What follows belongs to an exercise in optimizing a design on an open flow for a short achievable clock period and few clock cycles; a production flow would make more cautious choices. Function was checked by simulation only, so behaviour that the tests miss may differ from the original. No activity file was given, so power comes from the tool's default toggle rates.

[flow/config.mk]
export PLATFORM = sky130hd
export DESIGN_NAME = pipeline_core
export DESIGN_NICKNAME = pipeline_core
export VERILOG_FILES = /design/flow/design.v
export SDC_FILE = /design/flow/constraint.sdc
export NUM_CORES = 4
export LEC_CHECK = 0
export CAP_MARGIN = 20
export CORE_MARGIN = 2
export CORE_UTILIZATION = 40
export SLEW_MARGIN = 20
[flow/design.v]
`default_nettype none
package isa_pkg;
    typedef enum logic [6:0] {
        OP_NONE   = 7'b0000000,
        OP_IMM    = 7'b0010011,
        OP_REG    = 7'b0110011,
        OP_BRANCH = 7'b1100011
    } opcode_e;
    localparam logic [2:0] F3_ADD_SUB = 3'b000;
    localparam logic [2:0] F3_XOR     = 3'b100;
    localparam logic [2:0] F3_OR      = 3'b110;
    localparam logic [2:0] F3_AND     = 3'b111;
    localparam logic [2:0] F3_BEQ     = 3'b000;
    localparam logic [2:0] F3_BNE     = 3'b001;
    localparam logic [6:0] FUNCT7_SUB = 7'b0100000;
    typedef enum logic [2:0] {
        ALU_ADD    = 3'd0,
        ALU_SUB    = 3'd1,
        ALU_AND    = 3'd2,
        ALU_OR     = 3'd3,
        ALU_XOR    = 3'd4,
        ALU_PASS_B = 3'd5
    } alu_op_e;
    localparam int REG_ADDR_W = 5;
    localparam int RD_LSB     = 7;
    localparam int FUNCT3_LSB = 12;
    localparam int RS1_LSB    = 15;
    localparam int RS2_LSB    = 20;
    localparam int FUNCT7_LSB = 25;
endpackage
`default_nettype wire
`default_nettype none
package pipe_pkg;
    localparam int DATA_W      = 32;
    localparam int INSTR_W     = 32;
    localparam int IMEM_DEPTH  = 64;
    localparam int IMEM_ADDR_W = 6;
    localparam int CNT_W       = 16;
    typedef struct packed {
        logic               valid;
        logic [DATA_W-1:0]  pc;
        logic [INSTR_W-1:0] instr;
    } fetch_pkt_t;
    typedef struct packed {
        logic                           valid;
        logic [DATA_W-1:0]              pc;
        logic [DATA_W-1:0]              rs1_data;
        logic [DATA_W-1:0]              rs2_data;
        logic [4:0]                   rs1_addr;
        logic [4:0]                   rs2_addr;
        logic [4:0]                   rd_addr;
        logic [DATA_W-1:0]              imm;
        logic [2:0]                     alu_op;   
        logic                           alu_src_imm;
        logic                           is_branch;
        logic                           branch_ne;
        logic                           reg_we;
    } exec_pkt_t;
    typedef struct packed {
        logic                           valid;
        logic [4:0]                   rd;
        logic [DATA_W-1:0]              data;
    } wb_event_t;
    typedef struct packed {
        logic              valid;
        logic [DATA_W-1:0] target;
    } redirect_t;
endpackage
`default_nettype wire
`timescale 1ns/1ps
`default_nettype none
import pipe_pkg::*;
module instr_fetch (
    input  logic                             i_clk,
    input  logic                             i_arst,
    input  logic                             i_run,
    input  logic                             i_imem_we,
    input  logic [pipe_pkg::IMEM_ADDR_W-1:0] i_imem_addr,
    input  logic [pipe_pkg::INSTR_W-1:0]     i_imem_data,
    input  pipe_pkg::redirect_t              i_redirect,
    output pipe_pkg::fetch_pkt_t             o_fetch
);
    logic [INSTR_W-1:0]     imem [IMEM_DEPTH];
    logic [IMEM_DEPTH-1:0]  imem_loaded;
    logic [DATA_W-1:0]      pc;
    logic [IMEM_ADDR_W-1:0] pc_word;
    logic [INSTR_W-1:0]     fetch_word;
    always_ff @(posedge i_clk) begin
        if (i_imem_we && !i_run) begin
            imem[i_imem_addr] <= i_imem_data;
        end
    end
    always_ff @(posedge i_clk or posedge i_arst) begin
        if (i_arst) begin
            imem_loaded <= '0;
        end else if (i_imem_we && !i_run) begin
            imem_loaded[i_imem_addr] <= 1'b1;
        end
    end
    assign pc_word    = pc[IMEM_ADDR_W+1:2];
    assign fetch_word = imem_loaded[pc_word] ? imem[pc_word] : '0;
    always_ff @(posedge i_clk or posedge i_arst) begin
        if (i_arst) begin
            pc <= '0;
        end else if (i_redirect.valid) begin
            pc <= i_redirect.target;
        end else if (i_run) begin
            pc <= pc + DATA_W'(4);
        end
    end
    always_ff @(posedge i_clk or posedge i_arst) begin
        if (i_arst) begin
            o_fetch <= '0;
        end else if (i_redirect.valid) begin
            o_fetch <= '0;
        end else begin
            o_fetch.valid <= i_run;
            o_fetch.pc    <= pc;
            o_fetch.instr <= fetch_word;
        end
    end
endmodule
`default_nettype wire
`timescale 1ns/1ps
`default_nettype none
import isa_pkg::*;
import pipe_pkg::*;
module reg_file (
    input  logic                           i_clk,
    input  logic                           i_arst,
    input  logic [isa_pkg::REG_ADDR_W-1:0] i_rs1_addr,
    input  logic [isa_pkg::REG_ADDR_W-1:0] i_rs2_addr,
    input  pipe_pkg::wb_event_t            i_wb,
    output logic [pipe_pkg::DATA_W-1:0]    o_rs1_data,
    output logic [pipe_pkg::DATA_W-1:0]    o_rs2_data
);
    logic [DATA_W-1:0] regs [1:31];
    always_ff @(posedge i_clk or posedge i_arst) begin
        if (i_arst) begin
            for (int i = 1; i < 32; i++) begin
                regs[i] <= '0;
            end
        end else if (i_wb.valid && (i_wb.rd != '0)) begin
            regs[i_wb.rd] <= i_wb.data;
        end
    end
    always_comb begin
        if (i_rs1_addr == 5'd0) begin
            o_rs1_data = {DATA_W{1'b0}};
        end else if (i_wb.valid && (i_wb.rd == i_rs1_addr)) begin
            o_rs1_data = i_wb.data;
        end else begin
            o_rs1_data = regs[i_rs1_addr];
        end
        if (i_rs2_addr == 5'd0) begin
            o_rs2_data = {DATA_W{1'b0}};
        end else if (i_wb.valid && (i_wb.rd == i_rs2_addr)) begin
            o_rs2_data = i_wb.data;
        end else begin
            o_rs2_data = regs[i_rs2_addr];
        end
    end
endmodule
`default_nettype wire
`timescale 1ns/1ps
`default_nettype none
import isa_pkg::*;
import pipe_pkg::*;
module instr_decode (
    input  logic                 i_clk,
    input  logic                 i_arst,
    input  pipe_pkg::fetch_pkt_t i_fetch,
    input  pipe_pkg::wb_event_t  i_wb,
    input  pipe_pkg::redirect_t  i_redirect,
    output pipe_pkg::exec_pkt_t  o_exec
);
    logic [INSTR_W-1:0]    instr;
    logic [6:0]            opcode;   
    logic [2:0]            funct3;
    logic [6:0]            funct7;
    logic [REG_ADDR_W-1:0] rs1_addr;
    logic [REG_ADDR_W-1:0] rs2_addr;
    logic [REG_ADDR_W-1:0] rd_addr;
    logic [DATA_W-1:0]     rs1_data;
    logic [DATA_W-1:0]     rs2_data;
    logic [DATA_W-1:0]     imm_i;
    logic [DATA_W-1:0]     imm_b;
    logic [2:0]            alu_op;   
    logic                  legal;
    pipe_pkg::exec_pkt_t dec_pkt;
    assign instr    = i_fetch.instr;
    assign funct3   = instr[FUNCT3_LSB +: 3];
    assign funct7   = instr[FUNCT7_LSB +: 7];
    assign rs1_addr = instr[RS1_LSB +: REG_ADDR_W];
    assign rs2_addr = instr[RS2_LSB +: REG_ADDR_W];
    assign rd_addr  = instr[RD_LSB +: REG_ADDR_W];
    assign imm_i = {{(DATA_W-12){instr[31]}}, instr[31:20]};
    assign imm_b = {{(DATA_W-13){instr[31]}}, instr[31], instr[7], instr[30:25],
                    instr[11:8], 1'b0};
    always_comb begin
        case (instr[6:0])
            OP_IMM:    opcode = OP_IMM;
            OP_REG:    opcode = OP_REG;
            OP_BRANCH: opcode = OP_BRANCH;
            default:   opcode = OP_NONE;
        endcase
    end
    always_comb begin
        alu_op = ALU_PASS_B;
        legal  = 1'b0;
        case (opcode)
            OP_REG, OP_IMM: begin
                legal = 1'b1;
                case (funct3)
                    F3_ADD_SUB: begin
                        if ((opcode == OP_REG) && (funct7 == FUNCT7_SUB)) begin
                            alu_op = ALU_SUB;
                        end else begin
                            alu_op = ALU_ADD;
                        end
                    end
                    F3_XOR:  alu_op = ALU_XOR;
                    F3_OR:   alu_op = ALU_OR;
                    F3_AND:  alu_op = ALU_AND;
                    default: legal  = 1'b0;
                endcase
            end
            OP_BRANCH: legal = (funct3 == F3_BEQ) || (funct3 == F3_BNE);
            default:   legal = 1'b0;
        endcase
    end
    reg_file u_reg_file (
        .i_clk      (i_clk),
        .i_arst     (i_arst),
        .i_rs1_addr (rs1_addr),
        .i_rs2_addr (rs2_addr),
        .i_wb       (i_wb),
        .o_rs1_data (rs1_data),
        .o_rs2_data (rs2_data)
    );
    always_comb begin
        dec_pkt.valid       = i_fetch.valid && legal;
        dec_pkt.pc          = i_fetch.pc;
        dec_pkt.rs1_data    = rs1_data;
        dec_pkt.rs2_data    = rs2_data;
        dec_pkt.rs1_addr    = rs1_addr;
        dec_pkt.rs2_addr    = rs2_addr;
        dec_pkt.rd_addr     = rd_addr;
        dec_pkt.imm         = (opcode == OP_BRANCH) ? imm_b : imm_i;
        dec_pkt.alu_op      = alu_op;
        dec_pkt.alu_src_imm = (opcode == OP_IMM);
        dec_pkt.is_branch   = (opcode == OP_BRANCH);
        dec_pkt.branch_ne   = (funct3 == F3_BNE);
        dec_pkt.reg_we      = (opcode != OP_BRANCH) && (rd_addr != '0);
    end
    always_ff @(posedge i_clk or posedge i_arst) begin
        if (i_arst) begin
            o_exec <= '0;
        end else if (i_redirect.valid) begin
            o_exec <= '0;
        end else begin
            o_exec <= dec_pkt;
        end
    end
endmodule
`default_nettype wire
`timescale 1ns/1ps
`default_nettype none
import isa_pkg::*;
import pipe_pkg::*;
module execute_unit (
    input  logic                i_clk,
    input  logic                i_arst,
    input  pipe_pkg::exec_pkt_t i_exec,
    input  pipe_pkg::wb_event_t i_wb,
    output pipe_pkg::redirect_t o_redirect,
    output pipe_pkg::wb_event_t o_result,
    output logic                o_branch,
    output logic                o_mispred
);
    logic [DATA_W-1:0] op_a;
    logic [DATA_W-1:0] rs2_fwd;
    logic [DATA_W-1:0] op_b;
    logic [DATA_W-1:0] alu_out;
    logic              operands_eq;
    logic              taken;
    assign op_a = (i_wb.valid && (i_wb.rd == i_exec.rs1_addr)) ? i_wb.data
                                                               : i_exec.rs1_data;
    assign rs2_fwd = (i_wb.valid && (i_wb.rd == i_exec.rs2_addr)) ? i_wb.data
                                                                  : i_exec.rs2_data;
    assign op_b = i_exec.alu_src_imm ? i_exec.imm : rs2_fwd;
    always_comb begin
        case (i_exec.alu_op)
            ALU_ADD:    alu_out = op_a + op_b;
            ALU_SUB:    alu_out = op_a - op_b;
            ALU_AND:    alu_out = op_a & op_b;
            ALU_OR:     alu_out = op_a | op_b;
            ALU_XOR:    alu_out = op_a ^ op_b;
            ALU_PASS_B: alu_out = op_b;
            default:    alu_out = op_b;
        endcase
    end
    assign operands_eq = (op_a == rs2_fwd);
    assign taken = i_exec.valid && i_exec.is_branch && (operands_eq ^ i_exec.branch_ne);
    assign o_redirect.valid  = taken;
    assign o_redirect.target = i_exec.pc + i_exec.imm;
    assign o_result.valid = i_exec.valid && i_exec.reg_we;
    assign o_result.rd    = i_exec.rd_addr;
    assign o_result.data  = alu_out;
    always_ff @(posedge i_clk or posedge i_arst) begin
        if (i_arst) begin
            o_branch  <= 1'b0;
            o_mispred <= 1'b0;
        end else begin
            o_branch  <= i_exec.valid && i_exec.is_branch;
            o_mispred <= taken;
        end
    end
endmodule
`default_nettype wire
`timescale 1ns/1ps
`default_nettype none
import pipe_pkg::*;
module retire_stage (
    input  logic                       i_clk,
    input  logic                       i_arst,
    input  pipe_pkg::wb_event_t        i_result,
    input  logic                       i_branch,
    input  logic                       i_mispred,
    output pipe_pkg::wb_event_t        o_wb,
    output logic [pipe_pkg::CNT_W-1:0] o_branch_count,
    output logic [pipe_pkg::CNT_W-1:0] o_mispred_count
);
    always_ff @(posedge i_clk or posedge i_arst) begin
        if (i_arst) begin
            o_wb <= '0;
        end else begin
            o_wb <= i_result;
        end
    end
    always_ff @(posedge i_clk or posedge i_arst) begin
        if (i_arst) begin
            o_branch_count  <= '0;
            o_mispred_count <= '0;
        end else begin
            if (i_branch) begin
                o_branch_count <= o_branch_count + CNT_W'(1);
            end
            if (i_mispred) begin
                o_mispred_count <= o_mispred_count + CNT_W'(1);
            end
        end
    end
endmodule
`default_nettype wire
`timescale 1ns/1ps
`default_nettype none
import pipe_pkg::*;
module pipeline_core (
    input  logic                             i_clk,
    input  logic                             i_arst,
    input  logic                             i_run,
    input  logic                             i_imem_we,
    input  logic [pipe_pkg::IMEM_ADDR_W-1:0] i_imem_addr,
    input  logic [pipe_pkg::INSTR_W-1:0]     i_imem_data,
    output logic                             o_wb_valid,
    output logic [isa_pkg::REG_ADDR_W-1:0]   o_wb_rd,
    output logic [pipe_pkg::DATA_W-1:0]      o_wb_data,
    output logic [pipe_pkg::CNT_W-1:0]       o_branch_count,
    output logic [pipe_pkg::CNT_W-1:0]       o_mispred_count
);
    pipe_pkg::fetch_pkt_t fetch_pkt;
    pipe_pkg::exec_pkt_t exec_pkt;
    pipe_pkg::redirect_t redirect;
    pipe_pkg::wb_event_t exec_result;
    logic       branch_done;
    logic       branch_mispred;
    pipe_pkg::wb_event_t o_wb;
    assign o_wb_valid = o_wb.valid;
    assign o_wb_rd    = o_wb.rd;
    assign o_wb_data  = o_wb.data;
    instr_fetch u_fetch (
        .i_clk       (i_clk),
        .i_arst      (i_arst),
        .i_run       (i_run),
        .i_imem_we   (i_imem_we),
        .i_imem_addr (i_imem_addr),
        .i_imem_data (i_imem_data),
        .i_redirect  (redirect),
        .o_fetch     (fetch_pkt)
    );
    instr_decode u_decode (
        .i_clk      (i_clk),
        .i_arst     (i_arst),
        .i_fetch    (fetch_pkt),
        .i_wb       (o_wb),
        .i_redirect (redirect),
        .o_exec     (exec_pkt)
    );
    execute_unit u_execute (
        .i_clk      (i_clk),
        .i_arst     (i_arst),
        .i_exec     (exec_pkt),
        .i_wb       (o_wb),
        .o_redirect (redirect),
        .o_result   (exec_result),
        .o_branch   (branch_done),
        .o_mispred  (branch_mispred)
    );
    retire_stage u_retire (
        .i_clk           (i_clk),
        .i_arst          (i_arst),
        .i_result        (exec_result),
        .i_branch        (branch_done),
        .i_mispred       (branch_mispred),
        .o_wb            (o_wb),
        .o_branch_count  (o_branch_count),
        .o_mispred_count (o_mispred_count)
    );
endmodule
`default_nettype wire
[flow/constraint.sdc]
create_clock -name core_clock -period 5.5 [get_ports {i_clk}]
set_input_delay 1.1000 -clock core_clock [delete_from_list [all_inputs] [get_ports {i_clk}]]
set_output_delay 1.1000 -clock core_clock [all_outputs]
set_load 0.01 [all_outputs]
[flow/run.sh]
#!/bin/bash
# synth_recipe.tcl (not shown) runs the flow's synth.tcl, then flattens the netlist and writes it again
# the make line also repeats each setting of config.mk as NAME=value (left out here)
make -C /OpenROAD-flow-scripts/flow DESIGN_CONFIG=/design/flow/config.mk WORK_HOME=/design/flow/orfs CLKGATE_MAP_FILE= SYNTH_SCRIPT=/design/flow/synth_recipe.tcl finish
==> flow_metrics.py, run 1 <==
metrics = {
    "critical_path": {
        "critPathBufInv": 4,
        "critPathMostFrequentCell": "buf_4",
        "startpoint_type": "register",
        "required_ns": 6.38,
        "cp_top_family": "compound AO/OA/AOI/OAI gates",
        "cp-end-kind": "register",
        "critPathMaxStageDelay_ns": 0.61,
        "timing.critical_path.slowest_stage_cell": "a2111oi_0",
        "path_cells": "xnor2_2 -> and4_4 -> buf_4 -> a21oi_1 -> a311oi_1 -> a2111oi_2 -> buf_4 -> nand4_1 -> nor2_2 -> a31o_2 -> xnor2_1 -> ha_1 -> and4_1 -> and3_4 -> o2111a_2 -> nor4_1 -> buf_4 -> o31ai_4 -> a31oi_1 -> a2111oi_0 -> a2111oi_2 -> buf_4 -> nand2_1",
        "critPathArrivalTime_ns": 6.19,
        "r2r_cells": 23,
        "cp_num_cells": 23,
        "worst-setup-path-type": "register to register",
        "worstPathMaxFanout": 5,
    },
    "global_route": {
        "grt_max_degree": 134,
        "grt_use_met2": 0.4335,
        "use_met1": 0.3668,
        "busiest_layer": "met2",
        "globalRouteOverflowTotal": 0,
        "grt_pass1_wl_um": 729000,
        "grt_usage": 0.2826,
        "antenna_found_initial": 43,
        "grtUsageMet3": 0.07520,
        "grt_pass1_vias": 93390,
    },
    "clock_network": {
        "clk_path_buf_depth": 4,
        "numCtsBuffers": 354,
        "cts_tree": "built",
        "h-tree-depth": 5,
        "root_buffer": "clkbuf_16",
        "cts.sinks": 3333,
        "path_clk_slew_ns": 0.06,
        "clk_latency_ns": 0.98,
    },
    "routing": {
        "via_per_inst": 6.530,
        "first_iter_violations": 15250,
        "drt_first_pass_iters": 17,
        "wl_per_cell_um": 36.26,
        "wirelength_um": 523300,
        "drc": 0,
        "ant_nets": 0,
        "num_vias": 94220,
    },
    "synthesis": {
        "syn_area_sq_um": 143400,
        "synth_cell_types": 82,
        "synth_xor_area_frac": 0.009101,
        "synth_simple_gate_area_frac": 0.04831,
        "syn_avg_cell_area_sq_um": 15.76,
        "yosysWarningCount": 6,
        "synth_seq_cells": 3333,
        "synth-async-reset-ratio": 0.3855,
        "synth-edff-count": 2048,
        "synthAdderAreaFrac": 0.009965,
        "synth_ff_type": "edfxtp_1",
        "synth_compound_area_frac": 0.08620,
        "synth_top_family_by_area": "multiplexers",
        "synth_nets": 9251,
        "seq_area_frac_synth": 0.6532,
        "synth.area.mux_share": 0.1712,
        "syn_inst": 9096,
    },
    "sta": {
        "slew_violations": 0,
        "max_freq_ghz": 0.1880,
        "fin_setup_tns_ns": 0,
        "layout_min_cycle_time_ns": 5.319,
        "slew_headroom": 0.08700,
        "setup_viol": 0,
        "hold_viol": 0,
        "worst_pin_slew_ns": 1.366,
        "final.period_utilization": 0.9671,
        "skew_ns": 0.05162,
        "rsz0062_at_grt": "yes",
    },
    "job": {
        "maxCapViolations": 0,
    },
    "pwr": {
        "p_int_mw": 50.25,
        "seqPwrFrac": 0.381,
        "power_density_nw_per_um2": 444.3,
        "finalPower_mw": 73.55,
        "sw_frac_of_total": 0.3168,
        "p_switching_mw": 23.30,
        "p_clk_frac": 0.325,
        "leakage_nw": 61.49,
        "irDropWorstVdd_mv": 0.3488,
        "p_comb_frac": 0.294,
    },
    "hold_path": {
        "hold_depth": 0,
        "hold_class": "register to register",
    },
    "final_layout": {
        "final_core_util": 0.4647,
        "fill_cells": 30520,
        "drive_above_1_share": 0.2870,
        "final_cell_mix": "2048 x edfxtp_1, 1276 x dfrtp_1, 747 x mux2_2, 691 x mux4_2, 561 x a22oi_1",
        "final_nets": 9532,
        "final_common_cell": "edfxtp_1",
        "area_growth_pct": 15.45,
    },
    "floorplanning": {
        "die_h_um": 602.7,
        "initial_core_util": 0.4025,
        "pin_count": 112,
        "core_area_sq_um": 356200,
        "die_area_sq_um": 363300,
        "rows": 219,
        "die_x_um": 602.7,
    },
    "outcome": {
        "outcome": "timing/DRC/antenna clean",
    },
    "placed_design": {
        "io_buffers": 111,
        "gp_congestion": 0.9864,
        "dp_hpwl_um": 308800,
    },
}
## power groups by stage
stage	Clock, mW	Sequential [mW]	Combinational [mW]
after floorplan	0	27.9	13.2
after CTS	24.1	28.0	21.3
after global routing	25.1	28.0	22.7
after detailed placement	0	28.5	21.2
after global placement	0	28.5	21.1
final	23.9	28.0	21.6
## metal layers
layer / part of all wire / vias up
li1: - / 36720
met2: 0.45 / 6278
met1: 0.38 / 49320
met3: 0.11 / 1889
met5: 0.00035 / -
met4: 0.065 / 22
## synth_stat cells (11+ instances only)
cell | instances | area, sq um
edfxtp_1 | 2048 | 61500
dfrtp_1 | 1285 | 32160
mux2_2 | 747 | 8412
mux4_2 | 691 | 15560
clkbuf_1 | 588 | 2207
a22oi_1 | 561 | 4212
nand2_1 | 392 | 1471
nor2_1 | 325 | 1220
o21ai_0 | 312 | 1562
a21oi_1 | 234 | 1171
nor3_1 | 203 | 1016
nand4_1 | 167 | 1045
a221oi_1 | 159 | 1393
a22o_1 | 159 | 1393
nand3_1 | 118 | 590.6
ha_1 | 111 | 1389
buf_1 | 102 | 382.9
xnor2_1 | 102 | 893.4
inv_1 | 97 | 364.1
a222oi_1 | 64 | 640.6
o21bai_1 | 60 | 450.4
mux2i_1 | 55 | 550.5
nor2b_1 | 48 | 300.3
xor2_1 | 47 | 411.6
o22ai_1 | 43 | 269.0
nor4_1 | 37 | 231.5
nor3b_1 | 36 | 270.3
o21a_1 | 34 | 255.2
a21o_1 | 23 | 172.7
nand2b_1 | 20 | 125.1
buf_2 | 19 | 95.09
and3_1 | 17 | 106.4
or3_1 | 15 | 93.84
a31oi_1 | 12 | 75.07
and2_1 | 11 | 68.82
## worst paths after layout
| path | from | end | slack, ns |
|---|---|---|---|
| max in group asynchronous | i_arst | u_decode.u_reg_file.regs[18][30] | 3.36 |
| worst min-delay path | u_decode.o_exec[41] | u_retire.o_wb[34] | 0.35 |
| worst max register to register | u_retire.o_wb[35] | u_retire.o_wb[31] | 0.18 |
| worst max-delay path | u_retire.o_wb[35] | u_retire.o_wb[31] | 0.18 |
| worst min register to register | u_decode.o_exec[41] | u_retire.o_wb[34] | 0.35 |
| min in group asynchronous | i_arst | u_decode.o_exec[66] | 0.65 |
## area by class of cell
class	instances	area, sq um	area share
antenna	15	37.54	0.0002267
tap	4751	5944	0.03591
timing repair buffer	647	6096	0.03682
clock buffer	465	9817	0.05930
inverter	98	371.6	0.002245
sequential	3333	93680	0.5659
multi-input combinational	4943	47960	0.2897
clock inverter	178	1643	0.009924
## logic make-up (layout without fill, tap and decap cells)
group | count (synthesis) | count (layout)
xor gates and xnor gates | 149 | 149
other | 0 | 15
and+or+nand+nor | 1437 | 1437
DFF | 3333 | 3333
adders and majority gates | 113 | 113
muxes | 1494 | 1494
buffers and inverters | 820 | 1388
AOI/OAI and AO/OA | 1750 | 1750
## through the flow
stage	hold WS (ns)	cells	setup slack, ns	cell area, sq um
final	0.3474	14430	0.1811	165500
after global routing	0.3666	14420	-0.07115	165500
after CTS	0.3486	14410	0.003224	165100
after detailed placement	0.3355	13760	-0.2725	153600
after global placement	0.3487	13750	-0.3035	153500
after floorplan	0.3312	9096	-13.36	143400
## state kept, by name, indices dropped and copies added (netlist names)
register,cells
u_fetch.imem,2048
u_decode.u_reg_file.regs,992
u_decode.o_exec,108
u_fetch.imem_loaded,64
u_fetch.o_fetch,41
u_retire.o_wb,38
u_retire.o_branch_count,16
u_retire.o_mispred_count,16
u_fetch.pc,8
u_execute.o_branch,1
u_execute.o_mispred,1
## timing repair
action / 4_1_cts / 5_1_grt
setup endpoints to repair: 1 / 4
gates resized for setup: 9 / 28
hold buffers: 0 / 0
setup buffers: 3 / 5
pin swaps: 3 / 10
Testbench counts, summed over its fixed seeds: cycles 85,825.
==> run 2: changes to the inputs <==
--- a/flow/config.mk
+++ b/flow/config.mk
@@ -6,6 +6,9 @@
 export NUM_CORES = 4
 export LEC_CHECK = 0
+export ABC_CLOCK_PERIOD_IN_PS = 3500
 export CAP_MARGIN = 20
 export CORE_MARGIN = 2
 export CORE_UTILIZATION = 40
+export SETUP_SLACK_MARGIN = 1.5
 export SLEW_MARGIN = 20
+export TNS_END_PERCENT = 100
==> flow_metrics.py, run 2 <==
metrics = {
    "final_layout": {
        "regMostFlops": "u_fetch.imem",
        "area_growth_pct": 16.82,
        "reg_top3": "u_fetch.imem x2048, u_decode.u_reg_file.regs x992, u_decode.o_exec x108",
        "largest_reg_flops": 2048,
        "final_common_cell": "edfxtp_1",
        "final_cell_mix": "2048 x edfxtp_1, 1276 x dfrtp_1, 747 x mux2_2, 691 x mux4_2, 558 x a22oi_1",
        "drive_above_1_share": 0.3029,
        "final_nets": 9610,
    },
    "critical_path": {
        "startpoint_type": "register",
        "critPathMostFrequentCell": "buf_4",
        "cp-end-kind": "register",
        "critPathBufInv": 5,
        "critPathMaxStageDelay_ns": 0.42,
        "critPathArrivalTime_ns": 6.10,
        "timing.critical_path.slowest_stage_cell": "dfrtp_1",
        "path_cells": "xnor2_2 -> and4_2 -> nand2_4 -> buf_4 -> o311a_1 -> and4b_1 -> buf_4 -> nand4_1 -> nor2_2 -> a31o_2 -> xnor2_2 -> ha_1 -> and4_1 -> and3_4 -> o2111a_2 -> nor4_2 -> buf_4 -> o31ai_4 -> buf_6 -> a31o_4 -> nor3_4 -> a2111oi_4 -> buf_4 -> nand2_2",
        "worstPathMaxFanout": 9,
        "required_ns": 6.33,
        "cp_top_family": "compound AO/OA/AOI/OAI gates",
        "worst-setup-path-type": "register to register",
    },
    "sta": {
        "timing.final.ws_setup_ns": 0.2278,
        "layout_min_cycle_time_ns": 5.272,
        "slew_violations": 0,
        "final.period_utilization": 0.9586,
        "hold_viol": 0,
        "worst_pin_slew_ns": 1.380,
        "setup_viol": 0,
        "hold_slack_ns": 0.3475,
        "slew_headroom": 0.07775,
        "skew_ns": 0.05307,
        "rsz0062_at_grt": "yes",
        "fin_setup_tns_ns": 0,
        "max_freq_ghz": 0.1897,
    },
    "synthesis": {
        "syn_avg_cell_area_sq_um": 15.76,
        "yosys.area.top_type": "edfxtp_1",
        "synth_seq_cells": 3333,
        "syn_area_sq_um": 143400,
        "synth_top_area_frac": 0.4289,
        "synth-edff-count": 2048,
        "synth_cell_types": 82,
        "seq_area_frac_synth": 0.6532,
        "yosysWarningCount": 6,
        "synth_nets": 9251,
        "synth_ff_type": "edfxtp_1",
        "yosys-top-cells-count": "2048 x edfxtp_1, 1285 x dfrtp_1, 747 x mux2_2",
        "synth_most_common_cell": "edfxtp_1",
        "synth-async-reset-ratio": 0.3855,
        "syn_inst": 9096,
        "synth_area_leaders": "edfxtp_1 43%, dfrtp_1 22%, mux4_2 11%",
    },
    "hold_path": {
        "hold_class": "register to register",
    },
    "routing": {
        "ant_nets": 0,
        "drc": 0,
        "first_iter_violations": 15480,
        "wirelength_um": 527600,
        "wl_per_cell_um": 36.35,
        "num_vias": 94970,
        "via_per_inst": 6.544,
        "drt_first_pass_iters": 11,
    },
    "pwr": {
        "leakage_nw": 62.22,
        "irDropWorstVdd_mv": 0.3494,
        "p_int_mw": 50.92,
        "power_density_nw_per_um2": 446.1,
        "sw_frac_of_total": 0.3186,
        "p_comb_frac": 0.305,
        "p_switching_mw": 23.81,
        "finalPower_mw": 74.73,
        "p_clk_frac": 0.320,
        "seqPwrFrac": 0.375,
    },
    "floorplanning": {
        "die_x_um": 602.7,
        "pin_count": 112,
        "die_area_sq_um": 363300,
        "core_area_sq_um": 356200,
        "initial_core_util": 0.4025,
        "rows": 219,
        "die_h_um": 602.7,
    },
    "global_route": {
        "antenna_found_initial": 45,
        "grt_pass1_vias": 94050,
        "grt_usage": 0.2849,
        "globalRouteOverflowTotal": 0,
        "grt_max_degree": 134,
        "grt_pass1_wl_um": 734800,
    },
    "clock_network": {
        "clk_latency_ns": 0.98,
        "cts_tree": "built",
        "hold_buffers": 0,
        "cts.sinks": 3333,
        "h-tree-depth": 5,
        "root_buffer": "clkbuf_16",
        "numCtsBuffers": 354,
        "path_clk_slew_ns": 0.06,
        "clk_path_buf_depth": 4,
    },
    "placed_design": {
        "gp_congestion": 0.9864,
        "pre_cts_ws_ns": -0.2725,
        "io_buffers": 111,
        "dp_hpwl_um": 308800,
    },
    "outcome": {
        "outcome": "timing/DRC/antenna clean",
    },
    "job": {
        "maxCapViolations": 0,
    },
}
## run 2: layer usage
metal | global-route usage | vias to the layer above | wire (um)
li1 | - | 36900 | -
met4 | 0.1545 | 18 | 34700
met5 | 0 | - | 160
met3 | 0.07684 | 1948 | 55230
met2 | 0.4374 | 6483 | 237900
met1 | 0.3689 | 49620 | 199500
## run 2: final timing paths
check | start | to | slack (ns) | cells past startpoint
max reg2reg | u_retire.o_wb[36] | u_retire.o_wb[31] | 0.23 | 24
max | u_retire.o_wb[36] | u_retire.o_wb[31] | 0.23 | 24
min | u_decode.o_exec[41] | u_retire.o_wb[34] | 0.35 | 0
min in group asynchronous | i_arst | u_decode.o_exec[66] | 0.64 | 2
min reg2reg | u_decode.o_exec[41] | u_retire.o_wb[34] | 0.35 | 0
max in group asynchronous | i_arst | u_decode.u_reg_file.regs[21][31] | 3.36 | 5
## run 2: final cells by class
cell class | instances | area [sq um]
clock inverter | 178 | 1643
tap | 4751 | 5944
timing repair buffer | 725 | 7331
fill | 30330 | 188700
antenna | 20 | 50.05
clock buffer | 465 | 9817
sequential | 3333 | 93680
multi-input combinational | 4943 | 48670
inverter | 98 | 371.6
## run 2: power groups by stage
stage | registers, mW | clock network, mW | logic, mW
after floorplan | 27.9 | 0 | 13.2
after global placement | 28.5 | 0 | 21.1
after detailed placement | 28.5 | 0 | 21.2
after CTS | 28.0 | 24.1 | 22.3
after global routing | 28.0 | 25.1 | 23.9
final | 28.0 | 23.9 | 22.8
## run 2: worst reg2reg max path, delay by kind of cell (launching register included)
kind | cells | cell delay, ns
buffers and inverters | 5 | 0.79
xor gates and xnor gates | 2 | 0.38
DFF | 1 | 0.42
AOI/OAI and AO/OA | 6 | 1.72
adders and majority gates | 1 | 0.30
and+or+nand+nor | 10 | 1.55
## run 2: kinds of logic (layout without fill, tap and decap cells)
family / Yosys count / after routing / share of synthesized area
AND/OR/NAND/NOR: 1437 / 1437 / 0.04831
multiplexers: 1494 / 1494 / 0.1712
flip-flops: 3333 / 3333 / 0.6532
XOR/XNOR: 149 / 149 / 0.009101
AO/OA/AOI/OAI: 1750 / 1750 / 0.08620
buffers and inverters: 820 / 1466 / 0.02208
other: 0 / 20 / 0
adder cells (fa/ha/maj): 113 / 113 / 0.009965
## run 2: timing repair
item | CTS | global route
cloned | 16 | 2
pin swaps | 69 | 35
setup endpoints to repair | 184 | 186
gates resized for setup | 201 | 40
setup buffers | 55 | 11
## run 2: through the flow
stage | util | cell area [sq um] | instances
finish | 0.4702 | 167500 | 14510
global route | 0.4701 | 167500 | 14500
CTS | 0.4685 | 166900 | 14470
detailed placement | 0.4312 | 153600 | 13760
global placement | 0.4310 | 153500 | 13750
floorplan | - | 143400 | 9096
==> run 3: changes to the inputs <==
--- a/flow/design.v
+++ b/flow/design.v
@@ -41,4 +41,5 @@
         logic [DATA_W-1:0]  pc;
         logic [INSTR_W-1:0] instr;
+        logic [6:0]         pnext;    
     } fetch_pkt_t;
     typedef struct packed {
@@ -56,4 +57,5 @@
         logic                           branch_ne;
         logic                           reg_we;
+        logic [6:0]                     pnext;    
     } exec_pkt_t;
     typedef struct packed {
@@ -63,4 +65,9 @@
     } wb_event_t;
     typedef struct packed {
+        logic       valid;
+        logic [5:0] word;
+        logic       taken;
+    } bp_update_t;
+    typedef struct packed {
         logic              valid;
         logic [DATA_W-1:0] target;
@@ -79,4 +86,5 @@
     input  logic [pipe_pkg::INSTR_W-1:0]     i_imem_data,
     input  pipe_pkg::redirect_t              i_redirect,
+    input  pipe_pkg::bp_update_t             i_bp,
     output pipe_pkg::fetch_pkt_t             o_fetch
 );
@@ -86,4 +94,9 @@
     logic [IMEM_ADDR_W-1:0] pc_word;
     logic [INSTR_W-1:0]     fetch_word;
+    logic [63:0]            br_bit;
+    logic [6:0]             br_tgt [IMEM_DEPTH];
+    logic [1:0]             ctr [IMEM_DEPTH];
+    logic                   pred;
+    logic [6:0]             pnext;
     always_ff @(posedge i_clk) begin
         if (i_imem_we && !i_run) begin
@@ -93,4 +106,28 @@
     always_ff @(posedge i_clk or posedge i_arst) begin
         if (i_arst) begin
+            br_bit <= '0;
+        end else if (i_imem_we && !i_run) begin
+            br_bit[i_imem_addr] <= (i_imem_data[6:0] == 7'b1100011) &&
+                                   (i_imem_data[14:13] == 2'b00);
+        end
+    end
+    always_ff @(posedge i_clk) begin
+        if (i_imem_we && !i_run) begin
+            br_tgt[i_imem_addr] <= {i_imem_addr, 1'b0} +
+                                   {i_imem_data[27:25], i_imem_data[11:8]};
+        end
+    end
+    always_ff @(posedge i_clk or posedge i_arst) begin
+        if (i_arst) begin
+            for (int i = 0; i < IMEM_DEPTH; i++) ctr[i] <= 2'd2;
+        end else if (i_bp.valid) begin
+            if (i_bp.taken && ctr[i_bp.word] != 2'd3)
+                ctr[i_bp.word] <= ctr[i_bp.word] + 2'd1;
+            else if (!i_bp.taken && ctr[i_bp.word] != 2'd0)
+                ctr[i_bp.word] <= ctr[i_bp.word] - 2'd1;
+        end
+    end
+    always_ff @(posedge i_clk or posedge i_arst) begin
+        if (i_arst) begin
             imem_loaded <= '0;
         end else if (i_imem_we && !i_run) begin
@@ -100,4 +137,6 @@
     assign pc_word    = pc[IMEM_ADDR_W+1:2];
     assign fetch_word = imem_loaded[pc_word] ? imem[pc_word] : '0;
+    assign pred  = br_bit[pc_word] && ctr[pc_word][1];
+    assign pnext = pred ? br_tgt[pc_word] : (pc[7:1] + 7'd2);
     always_ff @(posedge i_clk or posedge i_arst) begin
         if (i_arst) begin
@@ -106,5 +145,5 @@
             pc <= i_redirect.target;
         end else if (i_run) begin
-            pc <= pc + DATA_W'(4);
+            pc <= {pc[DATA_W-1:8] + {23'd0, pc[7] && !pnext[6] && !pred}, pnext, 1'b0};
         end
     end
@@ -118,4 +157,5 @@
             o_fetch.pc    <= pc;
             o_fetch.instr <= fetch_word;
+            o_fetch.pnext <= pnext;
         end
     end
@@ -253,4 +293,5 @@
         dec_pkt.branch_ne   = (funct3 == F3_BNE);
         dec_pkt.reg_we      = (opcode != OP_BRANCH) && (rd_addr != '0);
+        dec_pkt.pnext       = i_fetch.pnext;
     end
     always_ff @(posedge i_clk or posedge i_arst) begin
@@ -275,4 +316,5 @@
     input  pipe_pkg::wb_event_t i_wb,
     output pipe_pkg::redirect_t o_redirect,
+    output pipe_pkg::bp_update_t o_bp,
     output pipe_pkg::wb_event_t o_result,
     output logic                o_branch,
@@ -285,4 +327,7 @@
     logic              operands_eq;
     logic              taken;
+    logic [DATA_W-1:0] seq_pc;
+    logic [DATA_W-1:0] tgt_pc;
+    logic [DATA_W-1:0] next_pc;
     assign op_a = (i_wb.valid && (i_wb.rd == i_exec.rs1_addr)) ? i_wb.data
                                                                : i_exec.rs1_data;
@@ -303,6 +348,12 @@
     assign operands_eq = (op_a == rs2_fwd);
     assign taken = i_exec.valid && i_exec.is_branch && (operands_eq ^ i_exec.branch_ne);
-    assign o_redirect.valid  = taken;
-    assign o_redirect.target = i_exec.pc + i_exec.imm;
+    assign seq_pc  = i_exec.pc + DATA_W'(4);
+    assign tgt_pc  = i_exec.pc + i_exec.imm;
+    assign next_pc = taken ? tgt_pc : seq_pc;
+    assign o_redirect.valid  = i_exec.valid && i_exec.is_branch && (next_pc[7:1] != i_exec.pnext);
+    assign o_redirect.target = next_pc;
+    assign o_bp.valid = i_exec.valid && i_exec.is_branch;
+    assign o_bp.word  = i_exec.pc[7:2];
+    assign o_bp.taken = taken;
     assign o_result.valid = i_exec.valid && i_exec.reg_we;
     assign o_result.rd    = i_exec.rd_addr;
@@ -373,4 +424,5 @@
     pipe_pkg::exec_pkt_t exec_pkt;
     pipe_pkg::redirect_t redirect;
+    pipe_pkg::bp_update_t bp;
     pipe_pkg::wb_event_t exec_result;
     logic       branch_done;
@@ -388,4 +440,5 @@
         .i_imem_data (i_imem_data),
         .i_redirect  (redirect),
+        .i_bp        (bp),
         .o_fetch     (fetch_pkt)
     );
@@ -404,4 +457,5 @@
         .i_wb       (o_wb),
         .o_redirect (redirect),
+        .o_bp       (bp),
         .o_result   (exec_result),
         .o_branch   (branch_done),
==> flow_metrics.py, run 3 <==
metrics = {
    "hold_path": {
        "min_from": "u_decode.o_exec[46]",
        "worst_hold_path.endpoint": "u_retire.o_wb[32]",
        "hold_depth": 0,
        "hold_class": "register to register",
    },
    "critical_path": {
        "r2r-end": "u_retire.o_wb[27]",
        "r2r_cells": 26,
        "critPathMostFrequentCell": "a21o_1",
        "critPathArrivalTime_ns": 6.05,
        "timing.critical_path.slowest_stage_cell": "dfrtp_1",
        "critPathBufInv": 2,
        "required_ns": 6.29,
        "critPathMaxStageDelay_ns": 0.42,
        "rr_startpoint": "u_retire.o_wb[34]",
        "startpoint_type": "register",
        "rrSetupSlack_ns": 0.24,
        "cp_top_family": "compound AO/OA/AOI/OAI gates",
        "worst-setup-path-type": "register to register",
        "worstPathMaxFanout": 5,
        "cp-end-kind": "register",
        "cp_num_cells": 26,
    },
    "synthesis": {
        "yosysWarningCount": 7,
        "synth_top_area_frac": 0.4309,
        "synth_compound_area_frac": 0.08694,
        "synth-edff-count": 2432,
        "synth_xor_area_frac": 0.008343,
        "syn_avg_cell_area_sq_um": 16.21,
        "syn_area_sq_um": 169500,
        "synth_ff_type": "edfxtp_1",
        "synth_seq_cells": 3923,
        "synth_area_leaders": "edfxtp_1 43%, dfrtp_1 21%, mux4_2 11%",
        "synth.area.mux_share": 0.1786,
        "yosys-top-cells-count": "2432 x edfxtp_1, 1427 x dfrtp_1, 950 x mux2_2",
        "synth-async-reset-ratio": 0.3801,
        "seq_area_frac_synth": 0.6516,
        "synth_top_family_by_area": "multiplexers",
        "synthAdderAreaFrac": 0.009214,
        "syn_inst": 10450,
        "synth_cell_types": 93,
        "synth_simple_gate_area_frac": 0.04355,
        "yosys.area.top_type": "edfxtp_1",
        "synth_most_common_cell": "edfxtp_1",
        "synth_nets": 10620,
    },
    "floorplanning": {
        "die_h_um": 654.9,
        "pin_count": 112,
        "initial_core_util": 0.4008,
        "rows": 239,
        "core_area_sq_um": 422800,
        "die_x_um": 654.9,
        "die_area_sq_um": 428900,
    },
    "pwr": {
        "p_switching_mw": 26.11,
        "p_clk_frac": 0.342,
        "power_density_nw_per_um2": 423.5,
        "sw_frac_of_total": 0.3130,
        "finalPower_mw": 83.42,
        "leakage_nw": 73.10,
        "p_int_mw": 57.31,
        "seqPwrFrac": 0.392,
        "p_comb_frac": 0.266,
        "irDropWorstVdd_mv": 0.4664,
    },
    "global_route": {
        "grt_usage": 0.2818,
        "globalRouteOverflowTotal": 0,
        "grt_max_degree": 150,
        "antenna_found_initial": 40,
        "grt_pass1_vias": 109300,
        "grt_pass1_wl_um": 856400,
    },
    "placed_design": {
        "dp_hpwl_um": 355200,
        "pre_cts_ws_ns": -0.2868,
        "gp_congestion": 0.9488,
        "io_buffers": 111,
    },
    "sta": {
        "fin_setup_tns_ns": 0,
        "slew_violations": 0,
        "hold_viol": 0,
        "slew_headroom": 0.1015,
        "skew_ns": 0.1564,
        "timing.final.ws_setup_ns": 0.2437,
        "worst_pin_slew_ns": 1.348,
        "final.period_utilization": 0.9557,
        "setup_viol": 0,
        "rsz0062_at_grt": "yes",
        "layout_min_cycle_time_ns": 5.256,
        "max_freq_ghz": 0.1902,
    },
    "clock_network": {
        "clk_path_buf_depth": 4,
        "path_clk_slew_ns": 0.06,
        "h-tree-depth": 5,
        "hold_buffers": 0,
        "root_buffer": "clkbuf_16",
        "clk_latency_ns": 1.05,
        "cts.sinks": 3923,
        "numCtsBuffers": 407,
        "cts_tree": "built",
    },
    "job": {
        "maxCapViolations": 0,
    },
    "final_layout": {
        "area_growth_pct": 16.22,
        "drive_above_1_share": 0.3205,
        "final_cell_mix": "2432 x edfxtp_1, 1421 x dfrtp_1, 948 x mux2_2, 838 x mux4_2, 570 x nand2_1",
        "final_common_cell": "edfxtp_1",
        "regMostFlops": "u_fetch.imem",
        "final_nets": 11010,
        "reg_top3": "u_fetch.imem x1984, u_decode.u_reg_file.regs x992, u_fetch.br_tgt x448",
        "largest_reg_flops": 1984,
    },
    "routing": {
        "ant_nets": 0,
        "wl_per_cell_um": 36.58,
        "num_vias": 110900,
        "via_per_inst": 6.575,
        "drc": 0,
        "drt_first_pass_iters": 15,
        "wirelength_um": 617100,
        "first_iter_violations": 17720,
    },
    "outcome": {
        "outcome": "timing/DRC/antenna clean",
    },
}
==> run 3: changes by cell type after synthesis, sizes merged, moves of 91 or more <==
cell / previous run / this run
edfxtp: 2048 / 2432
nor3: 203 / 36
nand2b: 20 / 111
mux2: 747 / 950
nand2: 392 / 585
a22o: 159 / 439
dfrtp: 1285 / 1427
mux4: 691 / 838
a221oi: 159 / 472
a22oi: 561 / 55
==> run 3: worst max-delay path by stage <==
stage                                   start                  to  slack (ns)
after CTS                 u_decode.o_exec[55]   u_retire.o_wb[27]        0.22
after floorplan                        i_arst  u_decode.o_exec[0]      -16.19
final                       u_retire.o_wb[34]   u_retire.o_wb[27]        0.24
after detailed placement    u_retire.o_wb[36]   u_retire.o_wb[27]       -0.29
after global routing        u_retire.o_wb[34]   u_retire.o_wb[27]       -0.07
after global placement      u_retire.o_wb[36]   u_retire.o_wb[27]       -0.57
==> run 3: stage by stage <==
| stage | std cells | area, sq um | util | hold slack (ns) |
|---|---|---|---|---|
| after floorplan | 10450 | 169500 | - | 0.3312 |
| after global placement | 16020 | 181200 | 0.4286 | 0.3376 |
| after detailed placement | 16020 | 181200 | 0.4286 | 0.3347 |
| after CTS | 16820 | 196200 | 0.4640 | 0.3473 |
| after global routing | 16850 | 196900 | 0.4657 | 0.3636 |
| final | 16870 | 197000 | 0.4658 | 0.3484 |
==> run 3: per-layer routing <==
layer	vias up	wire length, um	track usage
li1	42620	-	-
met1	58190	235900	0.3778
met2	7920	273300	0.4237
met3	2195	69860	0.07802
met4	18	37930	0.1367
met5	-	112	0.002037
==> run 3: final cells by class <==
class / count / area [sq um]
Timing Repair Buffer: 790 / 7726
Tap cell: 5663 / 7086
Clock buffer: 527 / 11080
Inverter: 123 / 475.5
Fill cell: 35970 / 225900
Sequential cell: 3923 / 110400
Antenna cell: 26 / 65.06
Clock inverter: 220 / 2675
Multi-Input combinational cell: 5600 / 57410
==> run 3: cells by family after synthesis <==
logic type / after synthesis
DFF: 3923
buffers and inverters: 934
adders and majority gates: 123
muxes: 1854
AOI/OAI and AO/OA: 1921
and+or+nand+nor: 1541
xor gates and xnor gates: 158
==> run 3: power by group through the flow <==
stage	Clock [mW]	Combinational, mW	Sequential, mW
3_3_place_gp	0	20.4	33.3
2_1_floorplan	0	12.3	32.9
4_1_cts	28.8	21.3	32.7
6_report	28.5	22.2	32.7
3_5_place_dp	0	20.5	33.3
5_1_grt	29.9	23.2	32.7
==> run 3: repair_timing <==
action | CTS | global route
hold endpoints to repair | 0 | 0
buffers inserted | 47 | 15
pin swaps | 64 | 47
setup endpoints to repair | 325 | 326
gates resized for setup | 122 | 91
gates cloned | 9 | 3
Testbench counts of run 3, summed over its fixed seeds: cycles 67,779.

[port drivers added, routing unchanged]
Ports are ideal in the flow. The routed layouts listed here were re-timed in OpenROAD.
Step 1 (the two cells are an assumption about what drives the block):
set clk [get_ports {i_clk}]
set_driving_cell -lib_cell sky130_fd_sc_hd__clkbuf_16 $clk
set_driving_cell -lib_cell sky130_fd_sc_hd__buf_2 [delete_from_list [all_inputs] $clk]
Step 2 adds t to the input delays and takes it off the output delays; t is the mean of the earliest and latest rising clock arrival at the registers after step 1. Input paths then give back, and output paths get back, about the clock's delay inside the block.
Slacks: ideal / step 1 / step 2; pairs: ideal / step 1.
run	t, ns	slack for setup (ns)	worst hold slack (ns)	worst setup path after step 2	latest minus earliest clock arrival (ns)
run 1	1.065	0.181 / 0.181 / 0.181	0.347 / 0.347 / 0.347	register to register	0.060 / 0.059
run 2	1.065	0.228 / 0.228 / 0.228	0.347 / 0.347 / 0.347	register to register	0.063 / 0.063
run 3	1.080	0.244 / 0.244 / 0.244	0.348 / 0.348 / 0.348	register to register	0.162 / 0.162
After both steps every run listed still meets setup and hold.
